Context: an optimization exercise on an open-source flow, tuned for small area. The choices shown serve that exercise and are no tape-out recipe.
Function was checked by simulation only, so behaviour that the tests miss may differ from the original.
Power and IR drop assume default switching activity.

$ cat design.v
package prefetch_buffer_tmr_pkg;
        typedef struct packed {
                logic                  req;
                logic                  branch;
                logic [32-1:0] branch_addr;
                logic                  fetch_ready;
        } fetch_ctrl_t;
        typedef struct packed {
                logic                  gnt;
                logic                  rvalid;
                logic [32-1:0] rdata;
        } mem_rsp_t;
        typedef struct packed {
                logic                  req;
                logic [32-1:0] addr;
        } mem_req_t;
        typedef struct packed {
                logic                  valid;
                logic [32-1:0] rdata;
                logic                  busy;
        } fetch_out_t;
        typedef logic [3-1:0] repl_vec_t;
endpackage
`timescale 1ns/1ps
module prefetch_buffer_core (
        input  logic                  clk,
        input  logic                  rst_i,
        input  logic                  active_i,
        input  logic                  req_i,
        input  logic                  branch_i,
        input  logic [32-1:0] br_addr_i,
        input  logic                  ready_i,
        input  logic                  gnt_i,
        input  logic                  rvalid_i,
        input  logic [32-1:0] rdata_i,
        output logic                  valid_o,
        output logic [32-1:0] rdata_o,
        output logic                  busy_o,
        output logic                  req_o,
        output logic [32-1:0] addr_o
);
        localparam int ADDR_W = 32;
        localparam int DATA_W = 32;
        logic              pend_q;
        logic              stale_q;
        logic              at_br_q;
        logic [ADDR_W-1:0] addr_q;
        logic [1:0]        out_cnt_q;
        logic [1:0]        out_cnt_d;
        logic [1:0]        disc_cnt_q;
        logic [1:0]        fifo_cnt_q;
        logic              rd_ptr_q;
        logic              wr_ptr;
        logic [DATA_W-1:0] mem0_q;
        logic [DATA_W-1:0] mem1_q;
        logic              can_issue;
        logic              req;
        logic              gnt_fire;
        logic              step;
        logic              push;
        logic              pop;
        logic              valid;
        logic [ADDR_W-1:0] addr;
        assign addr = at_br_q ? br_addr_i : addr_q;
        assign can_issue = active_i && req_i && !branch_i
                           && ({1'b0, fifo_cnt_q} + {1'b0, out_cnt_q} < 3'd2);
        assign req      = pend_q || can_issue;
        assign gnt_fire = req && gnt_i;
        assign out_cnt_d = out_cnt_q + {1'b0, gnt_fire} - {1'b0, rvalid_i};
        always_ff @(posedge clk) begin
                if (rst_i) begin
                        pend_q     <= 1'b0;
                        out_cnt_q  <= '0;
                        disc_cnt_q <= '0;
                end else begin
                        pend_q    <= req && !gnt_i;
                        out_cnt_q <= out_cnt_d;
                        if (branch_i) begin
                                disc_cnt_q <= out_cnt_d;
                        end else begin
                                disc_cnt_q <= disc_cnt_q + {1'b0, gnt_fire && stale_q}
                                              - {1'b0, rvalid_i && (disc_cnt_q != '0)};
                        end
                end
        end
        assign step = gnt_fire && !branch_i && !stale_q;
        always_ff @(posedge clk) begin
                addr_q <= addr + {{(ADDR_W-3){1'b0}}, step, 2'b00};
        end
        always_ff @(posedge clk) begin
                if (branch_i) begin
                        at_br_q <= !(pend_q && !gnt_i);
                        stale_q <= pend_q && !gnt_i;
                end else if (gnt_fire) begin
                        at_br_q <= stale_q;
                        stale_q <= 1'b0;
                end
        end
        assign wr_ptr = rd_ptr_q ^ fifo_cnt_q[0];
        assign push   = rvalid_i && (disc_cnt_q == '0) && !branch_i;
        assign valid  = (fifo_cnt_q != '0) && !branch_i;
        assign pop    = valid && ready_i;
        always_ff @(posedge clk) begin
                if (rst_i || branch_i) begin
                        fifo_cnt_q <= '0;
                end else begin
                        fifo_cnt_q <= fifo_cnt_q + {1'b0, push} - {1'b0, pop};
                end
        end
        always_ff @(posedge clk) begin
                if (pop) begin
                        rd_ptr_q <= !rd_ptr_q;
                end
                if (push && !wr_ptr) begin
                        mem0_q <= rdata_i;
                end
                if (push && wr_ptr) begin
                        mem1_q <= rdata_i;
                end
        end
        assign valid_o = valid;
        assign rdata_o = valid ? (rd_ptr_q ? mem1_q : mem0_q) : '0;
        assign busy_o  = (out_cnt_q != '0) || (fifo_cnt_q != '0);
        assign req_o   = req;
        assign addr_o  = addr;
endmodule
`timescale 1ns/1ps
module tmr_voter #(
        parameter int W = 1
) (
        input  logic [3-1:0][W-1:0] to_vote_i,
        input  logic [3-1:0]        broken_i,
        output logic [W-1:0]                 voted_o,
        output logic [3-1:0]        odd_o
);
        logic [W-1:0] v0;
        logic [W-1:0] v1;
        logic [W-1:0] v2;
        logic [W-1:0] x01;
        logic [W-1:0] x12;
        logic         none_broken;
        logic         pick1;
        logic         pick2;
        assign v0 = to_vote_i[0];
        assign v1 = to_vote_i[1];
        assign v2 = to_vote_i[2];
        assign x01 = v0 ^ v1;
        assign x12 = v1 ^ v2;
        assign odd_o = {|(~x01 & x12), |(x01 & x12), |(x01 & ~x12)};
        assign none_broken = (broken_i == '0);
        assign pick1       = broken_i[0] && !broken_i[1];
        assign pick2       = (broken_i == 3'b011);
        for (genvar i = 0; i < W; i++) begin : g_bit
                assign voted_o[i] = (pick2 || (none_broken && x01[i])) ? v2[i]
                                    : pick1 ? v1[i] : v0[i];
        end
endmodule
`timescale 1ns/1ps
module fault_monitor (
        input  logic                 clk,
        input  logic                 rst_i,
        input  logic [3-1:0] odd_i,
        input  logic [3-1:0] set_broken_i,
        output logic [3-1:0] is_broken_o,
        output logic                 err_detected_o,
        output logic                 err_corrected_o
);
        localparam int CNT_W = 5 - 1;
        localparam logic [CNT_W-1:0] INC    = CNT_W'(4);
        localparam logic [CNT_W-1:0] DEC    = CNT_W'(1);
        localparam logic [CNT_W:0]   THRESH = (CNT_W+1)'(12);
        logic [3-1:0] broken_q;
        logic                  none_broken;
        logic [3-1:0] block_err;
        assign none_broken = (broken_q == '0);
        assign block_err   = none_broken ? odd_i : '0;
        always_comb begin
                err_detected_o = 1'b0;
                case (broken_q)
                        3'b000: err_detected_o = |odd_i;
                        3'b001: err_detected_o = odd_i[1] | odd_i[2];
                        3'b010: err_detected_o = odd_i[0] | odd_i[2];
                        3'b100: err_detected_o = odd_i[0] | odd_i[1];
                        default: err_detected_o = 1'b0;
                endcase
        end
        assign err_corrected_o = |block_err;
        for (genvar r = 0; r < 3; r++) begin : g_mon
                logic [CNT_W-1:0] cnt_q;
                logic [CNT_W-1:0] cnt_d;
                logic             hit;
                always_comb begin
                        if (block_err[r]) begin
                                cnt_d = cnt_q + INC;
                        end else begin
                                cnt_d = (cnt_q < DEC) ? '0 : cnt_q - DEC;
                        end
                end
                assign hit = block_err[r] && ({1'b0, cnt_q} + (CNT_W+1)'(INC) >= THRESH);
                always_ff @(posedge clk) begin
                        if (rst_i) begin
                                cnt_q       <= '0;
                                broken_q[r] <= 1'b0;
                        end else begin
                                cnt_q <= cnt_d;
                                if (set_broken_i[r] || hit) begin
                                        broken_q[r] <= 1'b1;
                                end
                        end
                end
        end
        assign is_broken_o = broken_q;
endmodule
`timescale 1ns/1ps
module prefetch_buffer_tmr (
        input  logic                                  clk,
        input  logic                                  rst_i,
        input  logic                                  fetch_req_i,
        input  logic                                  fetch_branch_i,
        input  logic [32-1:0]                 fetch_branch_addr_i,
        input  logic                                  fetch_ready_i,
        input  logic [3-1:0]                 mem_gnt_i,
        input  logic [3-1:0]                 mem_rvalid_i,
        input  logic [3*32-1:0]      mem_rdata_i,
        input  logic [3-1:0]                 set_broken_i,
        output logic                                  fetch_valid_o,
        output logic [32-1:0]                 fetch_rdata_o,
        output logic                                  fetch_busy_o,
        output logic                                  mem_req_o,
        output logic [32-1:0]                 mem_addr_o,
        output logic [3-1:0]                 is_broken_o,
        output logic                                  err_detected_o,
        output logic                                  err_corrected_o
);
        localparam int FW = 32 + 2;
        localparam int AW = 32;
        logic              active_q;
        logic [AW-1:0]     br_addr_q;
        always_ff @(posedge clk) begin
                if (rst_i) begin
                        active_q <= 1'b0;
                end else if (fetch_branch_i) begin
                        active_q <= 1'b1;
                end
        end
        always_ff @(posedge clk) begin
                if (fetch_branch_i) begin
                        br_addr_q <= fetch_branch_addr_i;
                end
        end
        logic [3-1:0][FW-1:0] fetch_copy;
        logic [3-1:0][AW-1:0] addr_copy;
        logic [3-1:0]         req_copy;
        for (genvar g = 0; g < 3; g++) begin : g_repl
                logic              valid;
                logic [32-1:0] rdata;
                logic              busy;
                prefetch_buffer_core u_core (
                        .clk       (clk),
                        .rst_i     (rst_i),
                        .active_i  (active_q),
                        .req_i     (fetch_req_i),
                        .branch_i  (fetch_branch_i),
                        .br_addr_i (br_addr_q),
                        .ready_i   (fetch_ready_i),
                        .gnt_i     (mem_gnt_i[g]),
                        .rvalid_i  (mem_rvalid_i[g]),
                        .rdata_i   (mem_rdata_i[g*32 +: 32]),
                        .valid_o   (valid),
                        .rdata_o   (rdata),
                        .busy_o    (busy),
                        .req_o     (req_copy[g]),
                        .addr_o    (addr_copy[g])
                );
                assign fetch_copy[g] = {valid, rdata, busy};
        end
        logic [3-1:0] broken;
        logic [FW-1:0]         fetch_voted;
        logic [3-1:0] fetch_odd;
        logic                  req_voted;
        logic [3-1:0] req_odd;
        logic [AW-1:0]         addr_voted;
        logic [3-1:0] addr_odd;
        tmr_voter #(.W(FW)) u_out_voter (
                .to_vote_i (fetch_copy),
                .broken_i  (broken),
                .voted_o   (fetch_voted),
                .odd_o     (fetch_odd)
        );
        tmr_voter #(.W(1)) u_req_voter (
                .to_vote_i (req_copy),
                .broken_i  (broken),
                .voted_o   (req_voted),
                .odd_o     (req_odd)
        );
        tmr_voter #(.W(AW)) u_addr_voter (
                .to_vote_i (addr_copy),
                .broken_i  (broken),
                .voted_o   (addr_voted),
                .odd_o     (addr_odd)
        );
        assign {fetch_valid_o, fetch_rdata_o, fetch_busy_o} = fetch_voted;
        assign mem_req_o  = req_voted;
        assign mem_addr_o = active_q ? addr_voted : '0;
        fault_monitor u_fault_monitor (
                .clk             (clk),
                .rst_i           (rst_i),
                .odd_i           (fetch_odd | req_odd | (active_q ? addr_odd : '0)),
                .set_broken_i    (set_broken_i),
                .is_broken_o     (broken),
                .err_detected_o  (err_detected_o),
                .err_corrected_o (err_corrected_o)
        );
        assign is_broken_o = broken;
endmodule
$ cat flow/run.sh
#!/bin/bash
# Layout flow: the standard layout (standard.sh) after a synthesis that
# differs from the standard one only in how combinational logic is mapped
# (see flow/synth.tcl), with the smallest buffer on every port and a
# clock tree of small buffers.
# Each tool's full output goes to its own log in the work folder.
set -euo pipefail
W=$(pwd)
export AREA_ABC_SCRIPT=$W/flow/area.abc
make -C "$FLOW_HOME" DESIGN_CONFIG="$W/config.mk" WORK_HOME="$W/orfs" CLKGATE_MAP_FILE= \
  SYNTH_SCRIPT="$W/flow/synth.tcl" synth > "$W/synth.log" 2>&1
export BUFFER_PORTS_ARGS="-buffer_cell sky130_fd_sc_hd__buf_1"
# Smaller clock buffers in smaller clusters, and no dummy loads
export CTS_ARGS="-sink_clustering_enable -repair_clock_nets -dont_use_dummy_load -buf_list sky130_fd_sc_hd__clkbuf_4 -sink_clustering_size 8 -sink_clustering_max_diameter 50"
bash standard.sh > "$W/layout.log" 2>&1
$ cat flow/area.abc
strash
ifraig
dc2
dc2
dch -f
amap
$ cat flow/synth.tcl
# synth_recipe.tcl (the standard synthesis) with two changes to the
# combinational mapping only: ORFS's adder extraction is skipped, and ABC
# maps with an area-oriented script (flow/area.abc) in place of ORFS's
# speed script. The flip-flops are mapped by the same steps as before, so
# they keep the standard synthesis's names and cell types.
proc synth {args} { yosys synth -nofsm -noshare {*}$args }
proc area_abc_args {abc_args} {
  set i [lsearch -exact $abc_args -script]
  return [lreplace $abc_args [expr {$i + 1}] [expr {$i + 1}] $::env(AREA_ABC_SCRIPT)]
}
set fh [open $::env(SCRIPTS_DIR)/synth.tcl r]
set body [read $fh]
close $fh
set n [regsub {log_cmd abc \{\*\}\$abc_args} $body {log_cmd abc {*}[area_abc_args $abc_args]} body]
if { $n != 1 } { error "abc step not found in synth.tcl" }
if { [info exists ::env(ADDER_MAP_FILE)] } { unset ::env(ADDER_MAP_FILE) }
eval $body
# left out here: clear keep_hierarchy, flatten, clean up, hide names made inside functions, write 1_2_yosys.v
$ cat standard.sh
#!/bin/bash
# synth_recipe.tcl (not shown) runs the flow's synth.tcl, then flattens the netlist and writes it again
# the make line also repeats each setting of config.mk as NAME=value (left out here)
make -C /OpenROAD-flow-scripts/flow DESIGN_CONFIG=/design/flow/config.mk WORK_HOME=/design/flow/orfs CLKGATE_MAP_FILE= SYNTH_SCRIPT=/design/flow/synth_recipe.tcl "${@:-finish}"
$ cat config.mk
export PLATFORM = sky130hd
export DESIGN_NAME = prefetch_buffer_tmr
export DESIGN_NICKNAME = prefetch_buffer_tmr
export VERILOG_FILES = /design/flow/design.v
export SDC_FILE = /design/flow/constraint.sdc
export NUM_CORES = 4
export LEC_CHECK = 0
export CAP_MARGIN = 0
export CORE_MARGIN = 2
export CORE_UTILIZATION = 55
export SETUP_SLACK_MARGIN = 0
export SLEW_MARGIN = 0
$ cat constraint.sdc
create_clock -name core_clock -period 10.0 [get_ports {clk}]
set_input_delay 2.0000 -clock core_clock [delete_from_list [all_inputs] [get_ports {clk}]]
set_output_delay 2.0000 -clock core_clock [all_outputs]
set_load 0.01 [all_outputs]
==> results of run 1 <==
## sequential cells by signal, indices dropped and copies added (netlist names)
register and flops:
g_repl.u_core.rd_ptr_q 3, g_repl.u_core.stale_q 3, br_addr_q 32, g_repl.u_core.mem1_q 96, g_repl.u_core.pend_q 3, g_repl.u_core.out_cnt_q 6, g_repl.u_core.disc_cnt_q 6, g_repl.u_core.mem0_q 96
active_q 1, u_fault_monitor.broken_q 3, g_repl.u_core.at_br_q 3, g_repl.u_core.fifo_cnt_q 6, g_repl.u_core.addr_q 96, u_fault_monitor.g_mon.cnt_q 12
## Yosys cell counts (all sizes together) (5+ instances only)
library cell / count / area (sq um)
nor2: 392 / 1470
edfxtp: 233 / 7000
clkinv: 232 / 871
a21oi: 196 / 981
o22ai: 191 / 1190
o21ai: 153 / 766
dfxtp: 133 / 2660
a22oi: 120 / 901
nand2: 114 / 428
a211oi: 40 / 300
nor3: 23 / 115
o21a: 12 / 90.1
a221oi: 9 / 78.8
nand3: 9 / 45.0
a222oi: 8 / 80.1
nor4: 8 / 50.1
a2111oi: 7 / 61.3
o221ai: 7 / 61.3
or2: 7 / 43.8
a22o: 6 / 52.6
and3: 6 / 37.5
a31oi: 5 / 31.3
nand4: 5 / 31.3
## worst max-delay path, delay by kind of cell
family	cells	cell delay, ps
AND/OR/NAND/NOR	32	4630
buffers and inverters	29	2960
AO/OA/AOI/OAI	2	180
## layout make-up
type / count / area [sq um] / area share (%)
sequential: 366 / 9660 / 48.5
inverter: 232 / 871 / 4.37
multi-input combinational: 1350 / 7300 / 36.6
timing repair buffer: 266 / 1200 / 6.01
antenna: 2 / 5.00 / 0.0251
clock buffer: 53 / 398 / 2.00
tap: 402 / 503 / 2.52
## where the power goes
group	internal, mW	switching, mW	total [mW]
clock network	0.242	0.485	0.727
registers	1.70	0.0457	1.75
logic	0.204	0.433	0.637
## final timing paths
check	from	endpoint	depth (start not counted)
max	fetch_branch_i	g_repl[0].u_core.addr_q[31]$_DFF_P_	63
min	u_fault_monitor.g_mon[2].cnt_q[0]$_SDFFE_PP0N_	u_fault_monitor.g_mon[2].cnt_q[0]$_SDFFE_PP0N_	2
max reg2reg	g_repl[0].u_core.at_br_q$_DFFE_PP_	g_repl[0].u_core.addr_q[31]$_DFF_P_	58
min reg2reg	u_fault_monitor.g_mon[2].cnt_q[0]$_SDFFE_PP0N_	u_fault_monitor.g_mon[2].cnt_q[0]$_SDFFE_PP0N_	2
## metrics by stage
step / std cells / hold WS [ps]
3_5_place_dp: 2616 / 494
6_report: 2671 / 501
3_3_place_gp: 2616 / 472
5_1_grt: 2671 / 516
4_1_cts: 2669 / 507
2_1_floorplan: 1948 / 443
## per-layer routing
| layer | up-vias | global-route usage, % | part of all wire, % |
|---|---|---|---|
| met5 | - | 0 | 0 |
| met4 | 0 | 20.5 | 6.6 |
| met3 | 170 | 4.39 | 6.3 |
| met2 | 641 | 55.1 | 48 |
| met1 | 7573 | 39.5 | 39 |
| li1 | 7927 | - | - |
## cell families after synthesis
| logic type | share of synthesized area (%) |
|---|---|
| DFF | 54.8 |
| and+or+nand+nor | 13.0 |
| buffers and inverters | 4.94 |
| AOI/OAI and AO/OA | 27.2 |
## timing repair
| action | CTS | global route |
|---|---|---|
| endpoints found under the setup margin | 0 | 13 |
| setup buffers | 0 | 0 |
| resized for setup | 0 | 64 |
==> results.tsv, run 1 <==
stage	metric	value	unit
setup_path	R2R Setup Slk	1550	ps
sta	Setup Skew	78.1	ps
setup_path	CP startpoint kind	input pin	
synth	Syn Std Cell Area	17600	sq um
synth	synthesized flop and latch total	366	
clocking	total CTS buffers	53	
grt	initial antenna violation count	2	
floorplan	Die Y	183	microns
floorplan	Initial Utilization	55.9	%
grt	overflow left after global routing	0	
setup_path	critical path class	input pin to register	
run_status	status	complete, no violations	
placement	routability cong.	0.957	
setup_path	CP max-delay cell	nor3_2	
sta	max_slew headroom	34.2	%
power	LEAKAGE	6.44	nW
placement	Placed Area	19400	sq um
setup_path	critical path's largest stage delay	230	ps
sta	Tcrit/Tclk final	91.6	%
sta	actual slew at the worst max-slew pin	982	ps
detailed_routing	vias per inst	6.11	
final_layout	final core area utilization	63.2	%
sta	Pins Over Slew Limit	0	
clocking	Clock Tree Buf Depth	3	
detailed_routing	drt total wl	54800	microns
detailed_routing	antenna viol nets, final	0	
setup_path	cell mode on critical path	clkinv_1	
floorplan	die width	183	microns
floorplan	die area	33500	sq um
sta	maximum clock rate	109	MHz
synth	Synth Flop Type	edfxtp_1	
sta	Final Hold Vio Count	0	
sta	crit path time final	9160	ps
grt	first-pass GRT wire length	84200	microns
clocking	Root Driver	clkbuf_4	
synth	Post-Syn Nets	2090	
final_layout	Filler Cell Count	2751	
final_layout	most frequent cells in the layout	nor2_1 (337), edfxtp_1 (233), clkinv_1 (226)	
setup_path	CP endpoint kind	register	
power	maximum VDD drop	136	uV
placement	dpl hpwl	39100	microns
synth	Post-synth EDFFs	233	
detailed_routing	drt first pass iters	8	
sta	setup TNS	0	ps
clocking	clk latency of the worst-skew pair	780	ps
clocking	H-Tree Depth	2	
setup_path	required time of the worst setup path	10640	ps
final_layout	design area	19900	sq um
synth	Synth async-reset ratio	0	%
final_layout	layout cell share with drive strength beyond 1	7.85	%
worst_hold_path	worst hold path type	register to register	
synth	Syn Area/Cell	9.05	sq um
grt	GRT Total Usage	32.6	%
detailed_routing	DR vias	16300	
clocking	CTS tree	done	
floorplan	core area	31600	sq um
synth	Synth Instances	1948	
sta	Final Setup Violations	0	
synth	Distinct cells, synth	38	
clocking	Worst-path clk slew	90	ps
floorplan	Boundary Pins	214	
clocking	CTS sink cnt	366	
final_layout	layout overhead on the synthesized area	13.1	%
clocking	Post-CTS Hold Buffers	0	
detailed_routing	drt initial violations	1205	
sta	Worst Setup Slack, final	844	ps
placement	port bufs	213	
power	PD cells	156	nW/um^2
detailed_routing	drt drc	0	
final_layout	most common cell after layout, fill and taps aside	nor2_1	
final_layout	Final nets	2411	
grt	vias in the first global route	15600	
synth	yosys warns	3	
detailed_routing	WL/cell	20.5	microns
placement	pre-CTS setup slack	-369	ps
floorplan	row count	65	
grt	largest net degree at the start of global routing	71	
flow_run	max_cap viols	0	
synth	register area share after synthesis	54.8	%
power	Tot Pwr	3.11	mW
setup_path	crit path DAT	9800	ps
setup_path	peak fanout along the critical path	3	
==> run 2: changes to the inputs <==
--- a/config.mk
+++ b/config.mk
@@ -6,7 +6,7 @@
 export NUM_CORES = 4
 export LEC_CHECK = 0
-export CAP_MARGIN = 0
+export CAP_MARGIN = 20
 export CORE_MARGIN = 2
 export CORE_UTILIZATION = 55
-export SETUP_SLACK_MARGIN = 0
-export SLEW_MARGIN = 0
+export SETUP_SLACK_MARGIN = -0.3
+export SLEW_MARGIN = 20
==> run 2 against run 1 <==
Still clean. Sequential power barely moved. Final cell count did not move. Die area did not move. Area after synthesis did not move. Clock skew fell by 8.8 ps. Clock-buffer cell count did not move. Critical endpoint unchanged.
==> results.tsv, run 2 <==
stage	metric	value	unit	change
setup_path	required time of the worst setup path	10650	ps	about the same
floorplan	Die Y	183	microns	unchanged
final_layout	most common cell after layout, fill and taps aside	nor2_1		
sta	actual slew at the worst max-slew pin	984	ps	+2.87 ps
sta	Setup Skew	69.4	ps	-8.77 ps
grt	vias in the first global route	15600		unchanged
grt	initial antenna violation count	2		unchanged
detailed_routing	drt drc	0		unchanged
final_layout	layout overhead on the synthesized area	12.7	%	
setup_path	CP startpoint kind	input pin		
detailed_routing	drt initial violations	1314		+9.0%
setup_path	R2R cell count	58		unchanged
floorplan	core area	31600	sq um	unchanged
clocking	CTS tree	done		
final_layout	Final nets	2411		unchanged
synth	Synth Flop Type	edfxtp_1		
power	maximum VDD drop	136	uV	about the same
power	Tot Pwr	3.11	mW	about the same
sta	Fin Hold WS	501	ps	+0.0230 ps
synth	Post-Syn Nets	2090		unchanged
sta	max_slew headroom	34.0	%	-0.19 points
placement	routability cong.	0.957		unchanged
clocking	Worst-path clk slew	90	ps	about the same
synth	top post-synthesis cells by count	nor2_1 (392), edfxtp_1 (233), clkinv_1 (232)		
flow_run	max_cap viols	0		unchanged
placement	dpl hpwl	39100	microns	unchanged
sta	Pins Over Slew Limit	0		unchanged
setup_path	Crit path buffers/inverters	29		unchanged
detailed_routing	WL/cell	20.5	microns	-0.29%
synth	Syn Std Cell Area	17600	sq um	unchanged
final_layout	most frequent cells in the layout	nor2_1 (358), edfxtp_1 (233), clkinv_1 (231)		
synth	yosys warns	3		unchanged
clocking	Root Driver	clkbuf_4		
synth	synthesized flop and latch total	366		unchanged
synth	Area contributors post-synth	edfxtp_1 (40%), dfxtp_1 (15%), nor2_1 (8.3%)		
synth	Distinct cells, synth	38		unchanged
sta	Final Hold Vio Count	0		unchanged
sta	maximum clock rate	107	MHz	-1.9%
setup_path	critical path's largest stage delay	180	ps	-50 ps
sta	crit path time final	9330	ps	+179 ps
floorplan	row count	65		unchanged
setup_path	critical path class	input pin to register		
synth	Synth async-reset ratio	0	%	unchanged
detailed_routing	drt first pass iters	7		-1
synth	share of the synthesized area in the top cell type	39.7	%	unchanged
synth	Syn Area/Cell	9.05	sq um	unchanged
floorplan	die width	183	microns	unchanged
setup_path	crit path DAT	9990	ps	+190 ps
clocking	CTS sink cnt	366		unchanged
clocking	Clock Tree Buf Depth	3		unchanged
sta	Final Setup Violations	0		unchanged
sta	setup TNS	0	ps	unchanged
setup_path	CP endpoint kind	register		
worst_hold_path	Worst Hold Path EP	u_fault_monitor.g_mon[2].cnt_q[0]$_SDFFE_PP0N_		
setup_path	RR Endpoint	g_repl[0].u_core.addr_q[31]$_DFF_P_		
sta	RSZ-0062 raised after global routing	yes		
synth	largest area contributor in the netlist	edfxtp_1		
synth	Synth Instances	1948		unchanged
detailed_routing	drt total wl	54700	microns	-0.29%
floorplan	Boundary Pins	214		unchanged
setup_path	peak fanout along the critical path	3		unchanged
grt	largest net degree at the start of global routing	71		unchanged
synth	register area share after synthesis	54.8	%	unchanged
grt	first-pass GRT wire length	84200	microns	unchanged
final_layout	layout cell share with drive strength beyond 1	6.66	%	-1.2 points
clocking	Post-CTS Hold Buffers	0		unchanged
sta	Tcrit/Tclk final	93.3	%	+1.8 points
synth	count leader, synth	nor2_1		
setup_path	R2R Setup Slk	1280	ps	-270 ps
placement	port bufs	213		unchanged
setup_path	reg-to-reg startpoint	g_repl[0].u_core.at_br_q$_DFFE_PP_		
detailed_routing	DR vias	16300		-0.29%
clocking	clk latency of the worst-skew pair	780	ps	about the same
synth	Post-synth EDFFs	233		unchanged
detailed_routing	vias per inst	6.09		-0.29%
power	LEAKAGE	6.45	nW	+0.10%
final_layout	top flop regs	g_repl.u_core.addr_q x96, g_repl.u_core.mem0_q x96, g_repl.u_core.mem1_q x96		
setup_path	CP max-delay cell	nor2_1		
clocking	H-Tree Depth	2		unchanged
worst_hold_path	hold_sp	u_fault_monitor.g_mon[2].cnt_q[0]$_SDFFE_PP0N_		
power	PD cells	157	nW/um^2	+0.31%
floorplan	die area	33500	sq um	unchanged
run_status	status	complete, no violations		
floorplan	Initial Utilization	55.9	%	unchanged
detailed_routing	antenna viol nets, final	0		unchanged
grt	overflow left after global routing	0		unchanged
clocking	total CTS buffers	53		unchanged
setup_path	cell mode on critical path	clkinv_1		
grt	GRT Total Usage	32.6	%	unchanged
setup_path	CP delay by family, top	simple AND/OR/NAND/NOR gates		
worst_hold_path	worst hold path type	register to register		
worst_hold_path	hold depth	2		unchanged
## run 2: final cells by class
class / instances / area, sq um
fillers: 2756 / 11700
flip-flops and latches: 366 / 9660
multi-input cells: 1350 / 7240
repair buffers: 266 / 1200
inverters: 232 / 871
well taps: 402 / 503
clock buffers: 53 / 398
diodes: 2 / 5.00
## run 2: worst max-delay path by stage
stage | from | endpoint | slack (ps) | depth (start not counted)
after global placement | fetch_branch_i | g_repl[2].u_core.addr_q[31]$_DFF_P_ | -40 | 64
after floorplan | fetch_branch_i | g_repl[2].u_core.addr_q[31]$_DFF_P_ | 500 | 63
after CTS | fetch_branch_i | g_repl[2].u_core.addr_q[31]$_DFF_P_ | 400 | 64
final | fetch_branch_i | g_repl[0].u_core.addr_q[31]$_DFF_P_ | 670 | 63
after detailed placement | fetch_branch_i | g_repl[2].u_core.addr_q[31]$_DFF_P_ | -370 | 64
after global routing | fetch_branch_i | g_repl[2].u_core.addr_q[31]$_DFF_P_ | -450 | 64
## run 2: logic make-up after synthesis
group / count (synthesis) / share of synthesized area (%)
flops: 366 / 54.8
buf+inv: 232 / 4.94
compound gates: 775 / 27.2
simple gates: 575 / 13.0
## run 2: repair_timing
item | in CTS | in global routing
gates resized for setup | 0 | 36
endpoints found under the setup margin | 0 | 10
setup buffers | 0 | 0
## run 2: report_power, final
group | total (mW) | internal (mW) | switching [mW]
clock | 0.730 | 0.242 | 0.488
combinational | 0.634 | 0.204 | 0.430
sequential | 1.75 | 1.70 | 0.0459
total | 3.11 | 2.15 | 0.964
## run 2: routing by layer
layer	vias up	share of wire [%]	track usage [%]	wire [microns]
met2	664	48	55.1	26200
met1	7487	39	39.5	21500
met3	173	6.2	4.39	3390
met5	-	0	0	0
li1	7940	-	-	-
met4	0	6.6	20.5	3630
## run 2: tightest hold or removal path, cell delays in order (launching register included)
cell and delay (ps):
dfxtp_1 340, clkinv_1 50, a221oi_1 60
## run 2: stage by stage
step	instances	worst slack [ps]	instance area, sq um	utilization, %
2_1_floorplan	1948	499	17600	-
3_3_place_gp	2616	-37.5	19400	61.4
3_5_place_dp	2616	-369	19400	61.4
4_1_cts	2669	397	19800	62.6
5_1_grt	2671	-449	19900	63.0
6_report	2671	666	19900	63.0
==> run 3: changes to the inputs <==
--- a/config.mk
+++ b/config.mk
@@ -9,4 +9,5 @@
 export CORE_MARGIN = 2
 export CORE_UTILIZATION = 55
+export PLACE_DENSITY = 0.75
 export SETUP_SLACK_MARGIN = -0.3
 export SLEW_MARGIN = 20
==> run 3 against run 2 <==
Sequential share of layout area is essentially flat. Largest cell class unchanged. Design area barely moved. Final cell count barely moved. Sequential power about the same. Critical path type is now register to primary output. Clock power up 1%. Synthesized cell count unchanged. Register-to-register slack barely moved. Global-route usage shrank 0.87 points. Largest power group unchanged. Clock skew is 42 ps higher. Flip-flop and latch count is the same. Utilization hardly changed. Clock-buffer cell count increased by 2.
==> results.tsv, run 3 <==
stage	metric	value	unit	change
synth	Post-synth EDFFs	233		unchanged
detailed_routing	Top Layer Used	met4		
detailed_routing	vias per inst	6.20		+1.7%
sta	crit path time final	9380	ps	+50.2 ps
power	Switch Pwr	0.964	mW	about the same
synth	Distinct cells, synth	38		unchanged
clocking	Post-CTS Setup Bufs	0		unchanged
power	clock power share	23.6	%	+0.2 points
worst_hold_path	hold depth	2		unchanged
power	LEAKAGE	6.45	nW	+0.11%
synth	synthesized flop and latch total	366		unchanged
clocking	clk latency of the worst-skew pair	810	ps	+30 ps
synth	yosys warns	3		unchanged
final_layout	Non-Filler Instances	2672		+0.037%
final_layout	most common cell after layout, fill and taps aside	nor2_1		
worst_hold_path	worst hold path type	register to register		
sta	Setup Skew	111	ps	+41.5 ps
worst_hold_path	hold_sp	u_fault_monitor.g_mon[0].cnt_q[3]$_SDFF_PP0_		
floorplan	Initial Utilization	55.9	%	unchanged
sta	Final Setup Violations	0		unchanged
clocking	CTS sink cnt	366		unchanged
synth	Synth Instances	1948		unchanged
setup_path	peak fanout along the critical path	19		+16
clocking	Clock Tree Buf Depth	3		unchanged
detailed_routing	drt total wl	54100	microns	-1.1%
detailed_routing	M1 WL	21200	microns	-1.1%
synth	Synth Flop Type	edfxtp_1		
floorplan	die width	183	microns	unchanged
floorplan	die area	33500	sq um	unchanged
setup_path	critical path class	register to primary output		
detailed_routing	wire length on met3	3980	microns	+17%
synth	top post-synthesis cells by count	nor2_1 (392), edfxtp_1 (233), clkinv_1 (232)		
clocking	CTS tree	done		
power	sequential share of power	56.0	%	-0.2 points
synth	count leader, synth	nor2_1		
placement	dpl hpwl	38100	microns	-2.4%
grt	largest net degree at the start of global routing	71		unchanged
detailed_routing	antenna viol nets, final	0		unchanged
setup_path	reg-to-reg startpoint	g_repl[0].u_core.at_br_q$_DFFE_PP_		
sta	Final Hold Vio Count	0		unchanged
grt	GRT Total Usage	31.7	%	-0.87 points
flow_run	max_cap viols	0		unchanged
floorplan	core area	31600	sq um	unchanged
sta	setup TNS	0	ps	unchanged
grt	vias in the first global route	15700		+0.33%
final_layout	layout overhead on the synthesized area	12.8	%	about the same
final_layout	most frequent cells in the layout	nor2_1 (361), edfxtp_1 (233), clkinv_1 (230)		
final_layout	Final nets	2412		+0.041%
synth	Syn Area/Cell	9.05	sq um	unchanged
sta	Pins Over Slew Limit	0		unchanged
synth	Syn Std Cell Area	17600	sq um	unchanged
synth	Post-Syn Nets	2090		unchanged
run_status	status	complete, no violations		
power	maximum VDD drop	127	uV	-6.2%
placement	Placed Cells	2615		-0.038%
power	PD cells	157	nW/um^2	+0.22%
synth	Synth async-reset ratio	0	%	unchanged
clocking	Root Driver	clkbuf_4		
final_layout	area of the multi-input gates	7240	sq um	about the same
placement	routability cong.	0.995		+4.0%
clocking	Worst-path clk slew	80	ps	about the same
sta	Fin Hold WS	486	ps	-14.9 ps
detailed_routing	met2 wire len	25400	microns	-2.9%
power	Combinational Power Share	20.3	%	about the same
worst_hold_path	Worst Hold Path EP	u_fault_monitor.broken_q[0]$_SDFFE_PP0P_		
placement	port bufs	213		unchanged
setup_path	R2R Setup Slk	1280	ps	about the same
setup_path	crit path DAT	7380	ps	-2610 ps
sta	Tcrit/Tclk final	93.8	%	+0.50 points
synth	Area contributors post-synth	edfxtp_1 (40%), dfxtp_1 (15%), nor2_1 (8.3%)		
synth	share of the synthesized area in the top cell type	39.7	%	unchanged
detailed_routing	WL/cell	20.2	microns	-1.2%
grt	first-pass GRT wire length	82400	microns	-2.2%
setup_path	RR Endpoint	g_repl[0].u_core.addr_q[31]$_DFF_P_		
setup_path	CP startpoint kind	register		
sta	actual slew at the worst max-slew pin	1110	ps	+121 ps
synth	largest area contributor in the netlist	edfxtp_1		
floorplan	row count	65		unchanged
final_layout	storage element area	9660	sq um	unchanged
power	Cell Int Power	2.16	mW	+0.40%
detailed_routing	drt first pass iters	6		-1
synth	register area share after synthesis	54.8	%	unchanged
clocking	post-cts sizing count	0		unchanged
setup_path	CP endpoint kind	primary output		
setup_path	R2R cell count	58		unchanged
sta	maximum clock rate	107	MHz	-0.53%
setup_path	required time of the worst setup path	8000	ps	-2650 ps
final_layout	top flop regs	g_repl.u_core.addr_q x96, g_repl.u_core.mem0_q x96, g_repl.u_core.mem1_q x96		
sta	max_slew headroom	25.6	%	-8.3 points
clocking	total CTS buffers	55		+3.8%
clocking	H-Tree Depth	2		unchanged
clocking	Post-CTS Hold Buffers	0		unchanged
grt	overflow left after global routing	0		unchanged
detailed_routing	drt drc	0		unchanged
floorplan	Boundary Pins	214		unchanged
detailed_routing	drt initial violations	1321		+0.53%
power	Sw Ratio	30.9	%	-0.087 points
floorplan	Die Y	183	microns	unchanged
detailed_routing	DR vias	16600		+1.8%
final_layout	Filler Cell Count	2711		-1.6%
grt	initial antenna violation count	2		unchanged
final_layout	layout cell share with drive strength beyond 1	6.61	%	-0.047 points
run 3: metrics by stage:
step           power (mW)  util (%)  instance area, sq um  worst slack (ps)
3_5_place_dp         2.40      61.3                 19400              -321
5_1_grt              3.26      63.0                 19900              -334
6_report             3.12      63.0                 19900               616
3_3_place_gp         2.38      61.3                 19400             -77.2
4_1_cts              3.12      62.7                 19800               394
2_1_floorplan        2.18         -                 17600               499
run 3: cell type report:
type                       count  share of cell area (%)
multi-input combinational   1350                    36.4
sequential                   366                    48.6
inverter                     232                    4.38
timing repair buffer         265                    5.99
antenna                        2                  0.0252
tap                          402                    2.53
clock buffer                  55                    2.08
run 3: power by group through the flow:
stage | clock network [mW] | registers [mW] | logic, mW
after floorplan | 0 | 1.77 | 0.405
after global placement | 0 | 1.78 | 0.601
after detailed placement | 0 | 1.78 | 0.616
after CTS | 0.754 | 1.75 | 0.619
after global routing | 0.807 | 1.76 | 0.698
final | 0.738 | 1.75 | 0.635
run 3: worst max-delay path by stage:
stage	depth (start not counted)	endpoint	from
final	18	err_detected_o	g_repl[0].u_core.at_br_q$_DFFE_PP_
after global placement	64	g_repl[2].u_core.addr_q[31]$_DFF_P_	fetch_branch_i
after detailed placement	64	g_repl[2].u_core.addr_q[31]$_DFF_P_	fetch_branch_i
after CTS	63	g_repl[2].u_core.addr_q[31]$_DFF_P_	fetch_req_i
after floorplan	63	g_repl[2].u_core.addr_q[31]$_DFF_P_	fetch_branch_i
after global routing	63	g_repl[0].u_core.addr_q[31]$_DFF_P_	fetch_branch_i
run 3: cells by family after synthesis:
kind of cell,share of synthesized area [%]
flops,54.8
buf+inv,4.94
compound gates,27.2
simple gates,13.0
run 3: critical path, cell delays in order, from the launching register on:
cell and delay (ps):
edfxtp_1 860, clkinv_1 720, buf_4 440, o22ai_1 380
nor2_1 100, a21oi_1 320, clkinv_1 170, a22o_1 240
a221oi_1 280, nand2_1 130, a2111oi_0 410, a31oi_1 260
or4_1 480, nor4_1 850, nor2_1 290, clkinv_1 150
nand3_1 110, or3_1 330, buf_1 140
run 3: metal layers:
layer	vias to the layer above	track usage, %
met5	-	0
met2	772	53.0
met3	174	4.92
met1	7673	38.8
met4	0	19.4
li1	7935	-
==> run 4: changes to the inputs <==
==> flow/area.abc (replaced) <==
strash
ifraig
dc2
rewrite -z
refactor -z
dc2
dch -f
amap
--- a/config.mk
+++ b/config.mk
@@ -9,5 +9,4 @@
 export CORE_MARGIN = 2
 export CORE_UTILIZATION = 55
-export PLACE_DENSITY = 0.75
 export SETUP_SLACK_MARGIN = -0.3
 export SLEW_MARGIN = 20
==> run 4 against run 3 <==
Fmax rose by 1.1%. Largest cell class unchanged. Die area is 0.53% lower. Sequential power about the same. Clock-buffer cell count shrank 2. Critical endpoint is now g_repl[2].u_core.addr_q[31]$_DFF_P_. Global-route usage grew 2.2 points. Power shrank 0.16%. Non-clock buffer count grew 17. Combinational power increased by 1%. Critical path type is now input pin to register. Still clean on timing, DRC and antenna. Sequential share of layout area is 0.13 points lower.
==> results.tsv, run 4 <==
stage	metric	value	unit	change
grt	GRT Total Usage	33.9	%	+2.2 points
synth	Synth Instances	1929		-0.98%
sta	Final Setup Violations	0		unchanged
setup_path	reg-to-reg startpoint	active_q$_SDFFE_PP0P_		
synth	largest area contributor in the netlist	edfxtp_1		
synth	Area contributors post-synth	edfxtp_1 (40%), dfxtp_1 (15%), nor2_1 (8.3%)		
floorplan	die width	183	microns	-0.27%
worst_hold_path	hold depth	2		unchanged
synth	Distinct cells, synth	36		-5.3%
sta	setup TNS	0	ps	unchanged
clocking	CTS sink cnt	366		unchanged
detailed_routing	drt total wl	57200	microns	+5.8%
detailed_routing	drt initial violations	1475		+12%
detailed_routing	drt first pass iters	5		-1
placement	routability cong.	0.996		about the same
sta	actual slew at the worst max-slew pin	974	ps	-132 ps
power	Tot Pwr	3.12	mW	-0.16%
detailed_routing	drt drc	0		unchanged
synth	Syn Std Cell Area	17500	sq um	-0.55%
grt	overflow left after global routing	0		unchanged
sta	crit path time final	9290	ps	-98.0 ps
synth	count leader, synth	nor2_1		
setup_path	crit path DAT	9950	ps	+2570 ps
power	maximum VDD drop	125	uV	-1.5%
final_layout	Non-Filler Instances	2669		-0.11%
power	PD cells	156	nW/um^2	-0.42%
grt	first-pass GRT wire length	87100	microns	+5.7%
floorplan	core area	31500	sq um	-0.26%
setup_path	cell mode on critical path	clkinv_1		
worst_hold_path	worst hold path type	register to register		
grt	initial antenna violation count	2		unchanged
floorplan	Initial Utilization	55.7	%	-0.16 points
detailed_routing	DR vias	16500		-0.054%
sta	Setup Skew	84.8	ps	-26.0 ps
synth	Post-synth EDFFs	233		unchanged
setup_path	CP endpoint kind	register		
synth	top post-synthesis cells by count	nor2_1 (386), edfxtp_1 (233), clkinv_1 (208)		
setup_path	required time of the worst setup path	10660	ps	+2660 ps
floorplan	row count	65		unchanged
clocking	Clock Tree Buf Depth	3		unchanged
synth	Synth Flop Type	edfxtp_1		
run_status	status	complete, no violations		
setup_path	CP startpoint	fetch_branch_i		
final_layout	top flop regs	g_repl.u_core.addr_q x96, g_repl.u_core.mem0_q x96, g_repl.u_core.mem1_q x96		
grt	vias in the first global route	15900		+1.6%
final_layout	Final nets	2408		-0.17%
placement	port bufs	213		unchanged
synth	share of the synthesized area in the top cell type	39.9	%	+0.22 points
synth	synthesized flop and latch total	366		unchanged
synth	Syn Area/Cell	9.09	sq um	+0.43%
detailed_routing	antenna viol nets, final	0		unchanged
final_layout	layout overhead on the synthesized area	13.7	%	
detailed_routing	vias per inst	6.20		about the same
clocking	H-Tree Depth	2		unchanged
clocking	Post-CTS Setup Bufs	0		unchanged
floorplan	Boundary Pins	214		unchanged
setup_path	CP max-delay cell	and3_1		
synth	Post-Syn Nets	2071		-0.91%
setup_path	CP startpoint kind	input pin		
sta	maximum clock rate	108	MHz	+1.1%
setup_path	peak fanout along the critical path	3		-16
final_layout	layout cell share with drive strength beyond 1	7.73	%	+1.1 points
clocking	Post-CTS Hold Buffers	0		unchanged
clocking	total CTS buffers	53		-3.6%
placement	Placed Area	19400	sq um	+0.25%
clocking	clk latency of the worst-skew pair	730	ps	-80 ps
setup_path	R2R Setup Slk	1620	ps	+340 ps
setup_path	critical path's largest stage delay	180	ps	-680 ps
placement	dpl hpwl	40900	microns	+7.2%
floorplan	Die Y	183	microns	-0.27%
floorplan	die area	33300	sq um	-0.53%
grt	largest net degree at the start of global routing	71		unchanged
clocking	Worst-path clk slew	100	ps	+20 ps
sta	Pins Over Slew Limit	0		unchanged
final_layout	design area	19900	sq um	+0.26%
clocking	Root Driver	clkbuf_4		
setup_path	RR Endpoint	g_repl[2].u_core.addr_q[31]$_DFF_P_		
synth	register area share after synthesis	55.1	%	+0.30 points
synth	Synth async-reset ratio	0	%	unchanged
power	LEAKAGE	6.48	nW	+0.35%
detailed_routing	WL/cell	21.4	microns	+6.0%
setup_path	R2R cell count	64		+10%
setup_path	critical path class	input pin to register		
flow_run	max_cap viols	0		unchanged
setup_path	Worst Setup EP	g_repl[2].u_core.addr_q[31]$_DFF_P_		
placement	Placed Cells	2613		-0.076%
final_layout	most frequent cells in the layout	nor2_1 (345), edfxtp_1 (233), buf_1 (212)		
sta	max_slew headroom	35.1	%	+9.5 points
final_layout	most common cell after layout, fill and taps aside	nor2_1		
clocking	CTS tree	done		
sta	Final Hold Vio Count	0		unchanged
sta	Tcrit/Tclk final	92.9	%	-0.98 points
synth	yosys warns	3		unchanged
run 4: cells by family (layout without fill, tap and decap cells):
kind of cell	count (synthesis)	in the layout	synth area share, %
and+or+nand+nor	588	588	13.5
other	0	3	0
AOI/OAI and AO/OA	767	767	27.0
buffers and inverters	208	543	4.45
DFF	366	366	55.1
run 4: layout make-up:
type                       instances  area, sq um
multi-input combinational       1355         7270
inverter                         208          782
sequential                       366         9660
tap                              402          503
clock buffer                      53          398
antenna                            3         7.51
fill                            2717        11500
timing repair buffer             282         1320
run 4: worst min-delay path by stage:
| stage | start | end | slack, ps |
|---|---|---|---|
| 5_1_grt | u_fault_monitor.g_mon[2].cnt_q[0]$_SDFFE_PP0N_ | u_fault_monitor.g_mon[2].cnt_q[0]$_SDFFE_PP0N_ | 510 |
| 3_5_place_dp | u_fault_monitor.g_mon[1].cnt_q[1]$_SDFFE_PP0N_ | u_fault_monitor.g_mon[1].cnt_q[1]$_SDFFE_PP0N_ | 470 |
| 4_1_cts | u_fault_monitor.g_mon[0].cnt_q[3]$_SDFF_PP0_ | u_fault_monitor.broken_q[0]$_SDFFE_PP0P_ | 490 |
| 6_report | u_fault_monitor.g_mon[0].cnt_q[3]$_SDFF_PP0_ | u_fault_monitor.broken_q[0]$_SDFFE_PP0P_ | 490 |
| 3_3_place_gp | u_fault_monitor.g_mon[1].cnt_q[1]$_SDFFE_PP0N_ | u_fault_monitor.g_mon[1].cnt_q[1]$_SDFFE_PP0N_ | 460 |
| 2_1_floorplan | u_fault_monitor.g_mon[0].cnt_q[3]$_SDFF_PP0_ | u_fault_monitor.broken_q[0]$_SDFFE_PP0P_ | 440 |
run 4: what timing repair did:
action / 4_1_cts / 5_1_grt
hold endpoints to repair: 0 / 0
resized for setup: 0 / 44
setup endpoints to repair: 0 / 9
run 4: power by group:
group	internal [mW]	leakage (nW)	switching, mW	total, mW
combinational	0.203	2.97	0.439	0.642
sequential	1.70	3.26	0.0455	1.75
clock	0.242	0.244	0.484	0.726
total	2.15	6.48	0.969	3.12
run 4: critical path: cells and delay by family:
kind	cells	cell delay (ps)
AND/OR/NAND/NOR	33	4560
AO/OA/AOI/OAI	2	210
buffers and inverters	31	3160
run 4: through the flow:
stage / utilization, % / hold WS [ps] / setup slack, ps
finish: 63.3 / 486 / 714
floorplan: - / 443 / 476
CTS: 62.9 / 489 / 400
detailed placement: 61.7 / 467 / -323
global route: 63.3 / 506 / -388
global placement: 61.7 / 458 / -143
run 4: routing by layer:
layer	GRT usage [%]	share of wire [%]	wire, microns	vias up
met3	5.01	6.7	3850	193
met1	40.0	38	21600	7702
li1	-	-	-	7915
met2	59.3	49	28200	735
met5	0	0	0	-
met4	19.1	6.2	3560	0
==> run 5: changes to the inputs <==
--- a/flow/run.sh
+++ b/flow/run.sh
@@ -9,5 +9,5 @@
 export AREA_ABC_SCRIPT=$W/flow/area.abc
 make -C "$FLOW_HOME" DESIGN_CONFIG="$W/config.mk" WORK_HOME="$W/orfs" CLKGATE_MAP_FILE= \
-  SYNTH_SCRIPT="$W/flow/synth.tcl" synth > "$W/synth.log" 2>&1
+  SYNTH_SCRIPT="$W/flow/synth.tcl" MIN_BUF_CELL_AND_PORTS="sky130_fd_sc_hd__buf_1 A X" synth > "$W/synth.log" 2>&1
 export BUFFER_PORTS_ARGS="-buffer_cell sky130_fd_sc_hd__buf_1"
 # Smaller clock buffers in smaller clusters, and no dummy loads
--- a/config.mk
+++ b/config.mk
@@ -9,4 +9,4 @@
 export CORE_MARGIN = 2
 export CORE_UTILIZATION = 55
-export SETUP_SLACK_MARGIN = -0.3
+export SETUP_SLACK_MARGIN = 0
 export SLEW_MARGIN = 20
==> run 5 against run 4 <==
Combinational power hardly changed. Synthesized cell count stayed put. Flip-flop and latch count stayed put. Register-to-register slack better by 150 ps. Clock-buffer cell count stayed put. Clock skew is 3.4 ps higher. Global-route usage stayed put. Clock power hardly changed. Area after synthesis stayed put. Sequential share of layout area is 0.12 points lower. Largest cell class unchanged.
==> results.tsv, run 5 <==
stage	metric	value	unit	change
run_status	status	complete, no violations		
detailed_routing	drt drc	0		unchanged
floorplan	Die Y	183	microns	unchanged
synth	register area share after synthesis	55.1	%	unchanged
sta	actual slew at the worst max-slew pin	984	ps	+10.6 ps
setup_path	CP max-delay cell	and3_1		
final_layout	final core area utilization	63.5	%	+0.16 points
final_layout	top flop regs	g_repl.u_core.addr_q x96, g_repl.u_core.mem0_q x96, g_repl.u_core.mem1_q x96		
setup_path	critical path class	input pin to register		
grt	largest net degree at the start of global routing	71		unchanged
placement	port bufs	213		unchanged
sta	crit path time final	9120	ps	-163 ps
synth	Distinct cells, synth	36		unchanged
final_layout	design area	20000	sq um	+0.25%
sta	Setup Skew	88.2	ps	+3.37 ps
setup_path	crit path DAT	9780	ps	-170 ps
setup_path	R2R cell count	64		unchanged
clocking	CTS sink cnt	366		unchanged
final_layout	Filler Cell Count	2723		+0.22%
floorplan	die width	183	microns	unchanged
sta	RSZ-0062 raised after global routing	yes		
final_layout	most common cell after layout, fill and taps aside	nor2_1		
synth	Synth async-reset ratio	0	%	unchanged
synth	synthesized flop and latch total	366		unchanged
setup_path	critical path's largest stage delay	170	ps	about the same
synth	Syn Std Cell Area	17500	sq um	unchanged
sta	maximum clock rate	110	MHz	+1.8%
placement	dpl hpwl	40900	microns	unchanged
power	LEAKAGE	6.47	nW	-0.11%
synth	Post-Syn Nets	2071		unchanged
synth	Post-synth EDFFs	233		unchanged
power	PD cells	156	nW/um^2	-0.19%
synth	count leader, synth	nor2_1		
grt	overflow left after global routing	0		unchanged
synth	Synth Flop Type	edfxtp_1		
detailed_routing	drt first pass iters	5		unchanged
synth	largest area contributor in the netlist	edfxtp_1		
synth	share of the synthesized area in the top cell type	39.9	%	unchanged
grt	initial antenna violation count	2		unchanged
final_layout	Non-Filler Instances	2668		-0.037%
synth	top post-synthesis cells by count	nor2_1 (386), edfxtp_1 (233), clkinv_1 (208)		
final_layout	layout cell share with drive strength beyond 1	8.70	%	+0.97 points
sta	Final Hold Vio Count	0		unchanged
setup_path	required time of the worst setup path	10660	ps	about the same
clocking	H-Tree Depth	2		unchanged
clocking	Clock Tree Buf Depth	3		unchanged
synth	Syn Area/Cell	9.09	sq um	unchanged
setup_path	CP startpoint	fetch_branch_i		
placement	Placed Cells	2613		unchanged
power	maximum VDD drop	126	uV	+0.17%
floorplan	Initial Utilization	55.7	%	unchanged
detailed_routing	drt total wl	57400	microns	+0.31%
final_layout	layout overhead on the synthesized area	14.0	%	
synth	Area contributors post-synth	edfxtp_1 (40%), dfxtp_1 (15%), nor2_1 (8.3%)		
worst_hold_path	hold_sp	u_fault_monitor.g_mon[0].cnt_q[3]$_SDFF_PP0_		
placement	pre-CTS setup slack	-323	ps	unchanged
worst_hold_path	worst hold path type	register to register		
flow_run	max_cap viols	0		unchanged
detailed_routing	drt initial violations	1517		+2.8%
sta	Pins Over Slew Limit	0		unchanged
floorplan	die area	33300	sq um	unchanged
synth	Synth Instances	1929		unchanged
sta	Final Setup Violations	0		unchanged
synth	yosys warns	3		unchanged
grt	GRT Total Usage	33.9	%	unchanged
final_layout	Final nets	2408		unchanged
grt	first-pass GRT wire length	87100	microns	unchanged
detailed_routing	antenna viol nets, final	0		unchanged
setup_path	RR Endpoint	g_repl[2].u_core.addr_q[31]$_DFF_P_		
setup_path	cell mode on critical path	clkinv_1		
setup_path	peak fanout along the critical path	3		unchanged
final_layout	most frequent cells in the layout	nor2_1 (326), edfxtp_1 (233), buf_1 (212)		
detailed_routing	vias per inst	6.24		+0.58%
setup_path	CP endpoint kind	register		
sta	max_slew headroom	34.4	%	-0.71 points
placement	Placed Area	19400	sq um	unchanged
floorplan	core area	31500	sq um	unchanged
clocking	total CTS buffers	53		unchanged
detailed_routing	WL/cell	21.5	microns	+0.35%
grt	vias in the first global route	15900		unchanged
clocking	post-cts sizing count	0		unchanged
clocking	Post-CTS Hold Buffers	0		unchanged
power	Tot Pwr	3.12	mW	about the same
clocking	Worst-path clk slew	100	ps	about the same
clocking	Post-CTS Setup Bufs	0		unchanged
setup_path	Worst Setup EP	g_repl[2].u_core.addr_q[31]$_DFF_P_		
clocking	CTS tree	done		
detailed_routing	DR vias	16600		+0.54%
placement	routability cong.	0.996		unchanged
clocking	Root Driver	clkbuf_4		
sta	Worst Setup Slack, final	876	ps	+163 ps
setup_path	reg-to-reg startpoint	active_q$_SDFFE_PP0P_		
floorplan	row count	65		unchanged
clocking	clk latency of the worst-skew pair	740	ps	about the same
setup_path	CP startpoint kind	input pin		
sta	Tcrit/Tclk final	91.2	%	-1.6 points
setup_path	R2R Setup Slk	1770	ps	+150 ps
floorplan	Boundary Pins	214		unchanged
## run 5: logic make-up after synthesis
kind of cell | count (synthesis) | share of synthesized area [%]
AOI/OAI and AO/OA | 767 | 27.0
buffers and inverters | 208 | 4.45
DFF | 366 | 55.1
and+or+nand+nor | 588 | 13.5
## run 5: how the worst min path moves through the flow
stage | slack, ps | cells after the start | endpoint
2_1_floorplan | 440 | 2 | u_fault_monitor.broken_q[0]$_SDFFE_PP0P_
3_3_place_gp | 460 | 2 | u_fault_monitor.g_mon[1].cnt_q[1]$_SDFFE_PP0N_
3_5_place_dp | 470 | 2 | u_fault_monitor.g_mon[1].cnt_q[1]$_SDFFE_PP0N_
4_1_cts | 490 | 2 | u_fault_monitor.broken_q[0]$_SDFFE_PP0P_
5_1_grt | 510 | 2 | u_fault_monitor.g_mon[2].cnt_q[0]$_SDFFE_PP0N_
6_report | 490 | 2 | u_fault_monitor.broken_q[0]$_SDFFE_PP0P_
## run 5: cell type report
class	count	area [sq um]	share of cell area [%]
Clock buffer	53	398	1.99
Multi-Input combinational cell	1355	7320	36.6
Inverter	208	782	3.91
Timing Repair Buffer	282	1320	6.60
Sequential cell	366	9660	48.3
Tap cell	402	503	2.52
Antenna cell	2	5.00	0.0250
## run 5: critical path, delay by kind of cell
| family | cells | cell delay, ps |
|---|---|---|
| simple gates | 33 | 4400 |
| buf+inv | 31 | 3130 |
| compound gates | 2 | 210 |
## run 5: routing by layer
layer | vias to the layer above | global-route usage, % | wire [microns]
li1 | 7909 | - | -
met1 | 7740 | 40.0 | 21700
met2 | 803 | 59.3 | 28100
met3 | 183 | 5.01 | 4030
met4 | 0 | 19.1 | 3570
met5 | - | 0 | 0
## run 5: stage by stage
step	TNS (ps)	hold WS (ps)
floorplan	0	443
global placement	-366	458
detailed placement	-1090	467
CTS	0	489
global route	-264	506
finish	0	485
## run 5: power by group
part	switching [mW]	total (mW)	internal (mW)
Combinational	0.441	0.644	0.203
Clock	0.484	0.726	0.242
Sequential	0.0455	1.75	1.70
==> run 6: changes to the inputs <==
--- a/flow/run.sh
+++ b/flow/run.sh
@@ -2,6 +2,7 @@
 # Layout flow: the standard layout (standard.sh) after a synthesis that
 # differs from the standard one only in how combinational logic is mapped
-# (see flow/synth.tcl), with the smallest buffer on every port and a
-# clock tree of small buffers.
+# (see flow/synth.tcl), with the smallest buffer on every port and on the
+# outputs that a register drives directly, and a clock tree of small
+# buffers.
 # Each tool's full output goes to its own log in the work folder.
 set -euo pipefail
==> flow/area.abc (replaced) <==
strash
ifraig
dc2
dc2
dch -f
amap
--- a/config.mk
+++ b/config.mk
@@ -9,4 +9,4 @@
 export CORE_MARGIN = 2
 export CORE_UTILIZATION = 55
-export SETUP_SLACK_MARGIN = 0
+export SETUP_SLACK_MARGIN = -0.3
 export SLEW_MARGIN = 20
==> run 6 against run 5 <==
Power shrank 0.18%. Still clean on timing, DRC and antenna. Setup slack got worse by 210 ps. Combinational power shrank 2%.
==> results.tsv, run 6 <==
stage	metric	value	unit	change
final_layout	Non-Filler Instances	2671		+0.11%
setup_path	critical path's largest stage delay	180	ps	about the same
worst_hold_path	worst hold path type	register to register		
power	Sw Ratio	31.0	%	-0.16 points
setup_path	CP startpoint	fetch_branch_i		
placement	Placed Cells	2616		+0.11%
grt	vias in the first global route	15600		-1.9%
floorplan	Die Y	183	microns	+0.27%
setup_path	CP max-delay cell	nor2_1		
setup_path	CP startpoint kind	input pin		
grt	met2 usage	55.1	%	-4.2 points
power	sequential share of power	56.2	%	about the same
synth	Post-Syn Nets	2090		+0.92%
floorplan	die area	33500	sq um	+0.54%
power	maximum VDD drop	136	uV	+8.1%
synth	Synth Instances	1948		+0.98%
floorplan	Boundary Pins	214		unchanged
power	Cell Int Power	2.15	mW	about the same
detailed_routing	vias per inst	6.09		-2.3%
flow_run	max_cap viols	0		unchanged
clocking	H-Tree Depth	2		unchanged
synth	count leader, synth	nor2_1		
grt	GR Util met1	39.5	%	-0.43 points
sta	Final Hold Vio Count	0		unchanged
clocking	CTS tree	done		
setup_path	Worst Setup EP	g_repl[0].u_core.addr_q[31]$_DFF_P_		
clocking	Root Driver	clkbuf_4		
detailed_routing	DR vias	16300		-2.2%
grt	largest net degree at the start of global routing	71		unchanged
setup_path	CP delay by family, top	simple AND/OR/NAND/NOR gates		
detailed_routing	drt drc	0		unchanged
setup_path	Crit path buffers/inverters	29		-6.5%
sta	RSZ-0062 raised after global routing	yes		
setup_path	R2R cell count	58		-9.4%
final_layout	design area	19900	sq um	-0.57%
synth	register area share after synthesis	54.8	%	-0.30 points
synth	yosys warns	3		unchanged
sta	Pins Over Slew Limit	0		unchanged
placement	dpl hpwl	39100	microns	-4.4%
setup_path	crit path DAT	9990	ps	+210 ps
synth	Distinct cells, synth	38		+5.6%
placement	port bufs	213		unchanged
power	PD cells	157	nW/um^2	+0.39%
clocking	Clock Tree Buf Depth	3		unchanged
grt	GRT Total Usage	32.6	%	-1.3 points
synth	Synth Flop Type	edfxtp_1		
final_layout	layout overhead on the synthesized area	12.7	%	
sta	Tcrit/Tclk final	93.3	%	+2.1 points
setup_path	reg-to-reg startpoint	g_repl[0].u_core.at_br_q$_DFFE_PP_		
detailed_routing	antenna viol nets, final	0		unchanged
sta	crit path time final	9330	ps	+211 ps
setup_path	required time of the worst setup path	10650	ps	about the same
synth	share of the synthesized area in the top cell type	39.7	%	-0.22 points
final_layout	layout cell share with drive strength beyond 1	6.66	%	-2.0 points
grt	first-pass GRT wire length	84200	microns	-3.3%
sta	max_slew headroom	34.0	%	-0.41 points
final_layout	Final nets	2411		+0.12%
floorplan	die width	183	microns	+0.27%
floorplan	row count	65		unchanged
setup_path	critical path class	input pin to register		
grt	GRT Max-Usage Layer	met2		
final_layout	most frequent cells in the layout	nor2_1 (358), edfxtp_1 (233), clkinv_1 (231)		
floorplan	Initial Utilization	55.9	%	+0.16 points
power	clock power share	23.4	%	about the same
grt	overflow left after global routing	0		unchanged
setup_path	peak fanout along the critical path	3		unchanged
run_status	status	complete, no violations		
sta	Setup Skew	69.4	ps	-18.8 ps
synth	Area contributors post-synth	edfxtp_1 (40%), dfxtp_1 (15%), nor2_1 (8.3%)		
final_layout	Filler Cell Count	2756		+1.2%
detailed_routing	drt initial violations	1314		-13%
clocking	total CTS buffers	53		unchanged
grt	met3 Usage GRT	4.39	%	-0.62 points
final_layout	most common cell after layout, fill and taps aside	nor2_1		
synth	largest area contributor in the netlist	edfxtp_1		
grt	initial antenna violation count	2		unchanged
clocking	Worst-path clk slew	90	ps	about the same
sta	maximum clock rate	107	MHz	-2.3%
clocking	post-cts sizing count	0		unchanged
placement	routability cong.	0.957		-3.9%
setup_path	RR Endpoint	g_repl[0].u_core.addr_q[31]$_DFF_P_		
synth	Syn Area/Cell	9.05	sq um	-0.43%
clocking	CTS sink cnt	366		unchanged
synth	Syn Std Cell Area	17600	sq um	+0.55%
setup_path	cell mode on critical path	clkinv_1		
synth	Synth async-reset ratio	0	%	unchanged
placement	Placed Area	19400	sq um	-0.21%
sta	Final Setup Violations	0		unchanged
detailed_routing	WL/cell	20.5	microns	-4.8%
clocking	clk latency of the worst-skew pair	780	ps	+40 ps
setup_path	critical path depth	63		-4.5%
setup_path	R2R Setup Slk	1280	ps	-490 ps
final_layout	top flop regs	g_repl.u_core.addr_q x96, g_repl.u_core.mem0_q x96, g_repl.u_core.mem1_q x96		
detailed_routing	drt total wl	54700	microns	-4.7%
clocking	Post-CTS Setup Bufs	0		unchanged
synth	Post-synth EDFFs	233		unchanged
power	Switch Pwr	0.964	mW	-0.68%
sta	actual slew at the worst max-slew pin	984	ps	+0.105 ps
synth	top post-synthesis cells by count	nor2_1 (392), edfxtp_1 (233), clkinv_1 (232)		
clocking	Post-CTS Hold Buffers	0		unchanged
setup_path	CP endpoint kind	register		
synth	synthesized flop and latch total	366		unchanged
power	Combinational Power Share	20.4	%	-0.3 points
detailed_routing	drt first pass iters	7		+2
power	LEAKAGE	6.45	nW	-0.35%
floorplan	core area	31600	sq um	+0.26%
==> run 6: cell count changes after synthesis, moves of 4 or more <==
cell,previous run,this run
nand2_1,127,114
clkinv_1,208,232
a22oi_1,124,120
nor2b_1,12,4
nor3_1,18,23
nor2_1,386,392
a21oi_1,184,196
o21ai_0,161,153
or2_0,3,7
nor4_1,12,8
==> run 6: how the worst min path moves through the flow <==
stage | startpoint | endpoint | depth (start not counted)
CTS | u_fault_monitor.g_mon[2].cnt_q[0]$_SDFFE_PP0N_ | u_fault_monitor.g_mon[2].cnt_q[0]$_SDFFE_PP0N_ | 2
global route | u_fault_monitor.g_mon[2].cnt_q[0]$_SDFFE_PP0N_ | u_fault_monitor.g_mon[2].cnt_q[0]$_SDFFE_PP0N_ | 2
global placement | u_fault_monitor.g_mon[2].cnt_q[0]$_SDFFE_PP0N_ | u_fault_monitor.g_mon[2].cnt_q[0]$_SDFFE_PP0N_ | 2
detailed placement | u_fault_monitor.g_mon[2].cnt_q[0]$_SDFFE_PP0N_ | u_fault_monitor.g_mon[2].cnt_q[0]$_SDFFE_PP0N_ | 2
finish | u_fault_monitor.g_mon[2].cnt_q[0]$_SDFFE_PP0N_ | u_fault_monitor.g_mon[2].cnt_q[0]$_SDFFE_PP0N_ | 2
floorplan | u_fault_monitor.g_mon[0].cnt_q[3]$_SDFF_PP0_ | u_fault_monitor.broken_q[0]$_SDFFE_PP0P_ | 2
==> run 6: power by group through the flow <==
stage               clock network (mW)  logic, mW  registers, mW
global placement                     0      0.608           1.78
CTS                              0.747      0.624           1.75
global route                     0.803      0.702           1.76
detailed placement                   0      0.622           1.78
floorplan                            0      0.405           1.77
finish                           0.730      0.634           1.75
==> run 6: final cells by class <==
type | instances | area, sq um | share of cell area [%]
timing repair buffer | 266 | 1200 | 6.03
tap | 402 | 503 | 2.53
antenna | 2 | 5.00 | 0.0252
multi-input combinational | 1350 | 7240 | 36.4
inverter | 232 | 871 | 4.38
clock buffer | 53 | 398 | 2.00
sequential | 366 | 9660 | 48.6
==> run 6: metal layers <==
| metal | routed length, microns | share of wire [%] |
|---|---|---|
| met2 | 26200 | 48 |
| met5 | 0 | 0 |
| met1 | 21500 | 39 |
| met3 | 3390 | 6.2 |
| met4 | 3630 | 6.6 |
==> run 6: cell families after synthesis <==
group | after synthesis | share of synthesized area [%]
buf+inv | 232 | 4.94
simple gates | 575 | 13.0
flops | 366 | 54.8
compound gates | 775 | 27.2
==> run 6: metrics by stage <==
stage	util, %	power [mW]	setup TNS (ps)	hold WS, ps	setup slack, ps
after CTS	62.6	3.12	0	507	397
final	63.0	3.11	0	501	666
after global routing	63.0	3.26	-2040	516	-449
after detailed placement	61.4	2.41	-1210	494	-369
after global placement	61.4	2.39	-57.1	472	-37.5
after floorplan	-	2.18	0	443	499
==> run 6: worst reg2reg max path: cells and delay by family, from the launching register on <==
kind                   cells  cell delay, ps
AO/OA/AOI/OAI              2             290
buffers and inverters     27            3280
flip-flops                 1             700
AND/OR/NAND/NOR           29            4330

static timing again, ports no longer ideal:
In the flow no input, the clock included, has a driving cell. The finished layouts below were timed again as built, in two steps.
Step 1 assumes that a clkbuf_16 drives the clock port and a buf_2 every other input.
Step 2, shift: input delay + t, output delay - t, t = (earliest + latest rising clock arrival at the registers) / 2. This alone moves slack from input paths to output paths.
a / b / c = ideal ports / drivers / drivers and shift; a / b = the first two.
run	t, ns	setup WS [ns]	worst register clock-pin slew, ns
run 1	0.788	0.844 / 0.802 / 0.014	0.10 / 0.10
run 2	0.792	0.666 / 0.623 / -0.169	0.10 / 0.10
run 3	0.802	0.616 / 0.566 / -0.115	0.10 / 0.10
run 4	0.746	0.714 / 0.672 / -0.074	0.11 / 0.11
run 5	0.744	0.876 / 0.833 / 0.089	0.11 / 0.11
run 6	0.792	0.666 / 0.623 / -0.169	0.10 / 0.10
Met with ideal ports but missed after step 2: setup timing in run 2, run 3, run 4 and run 6.
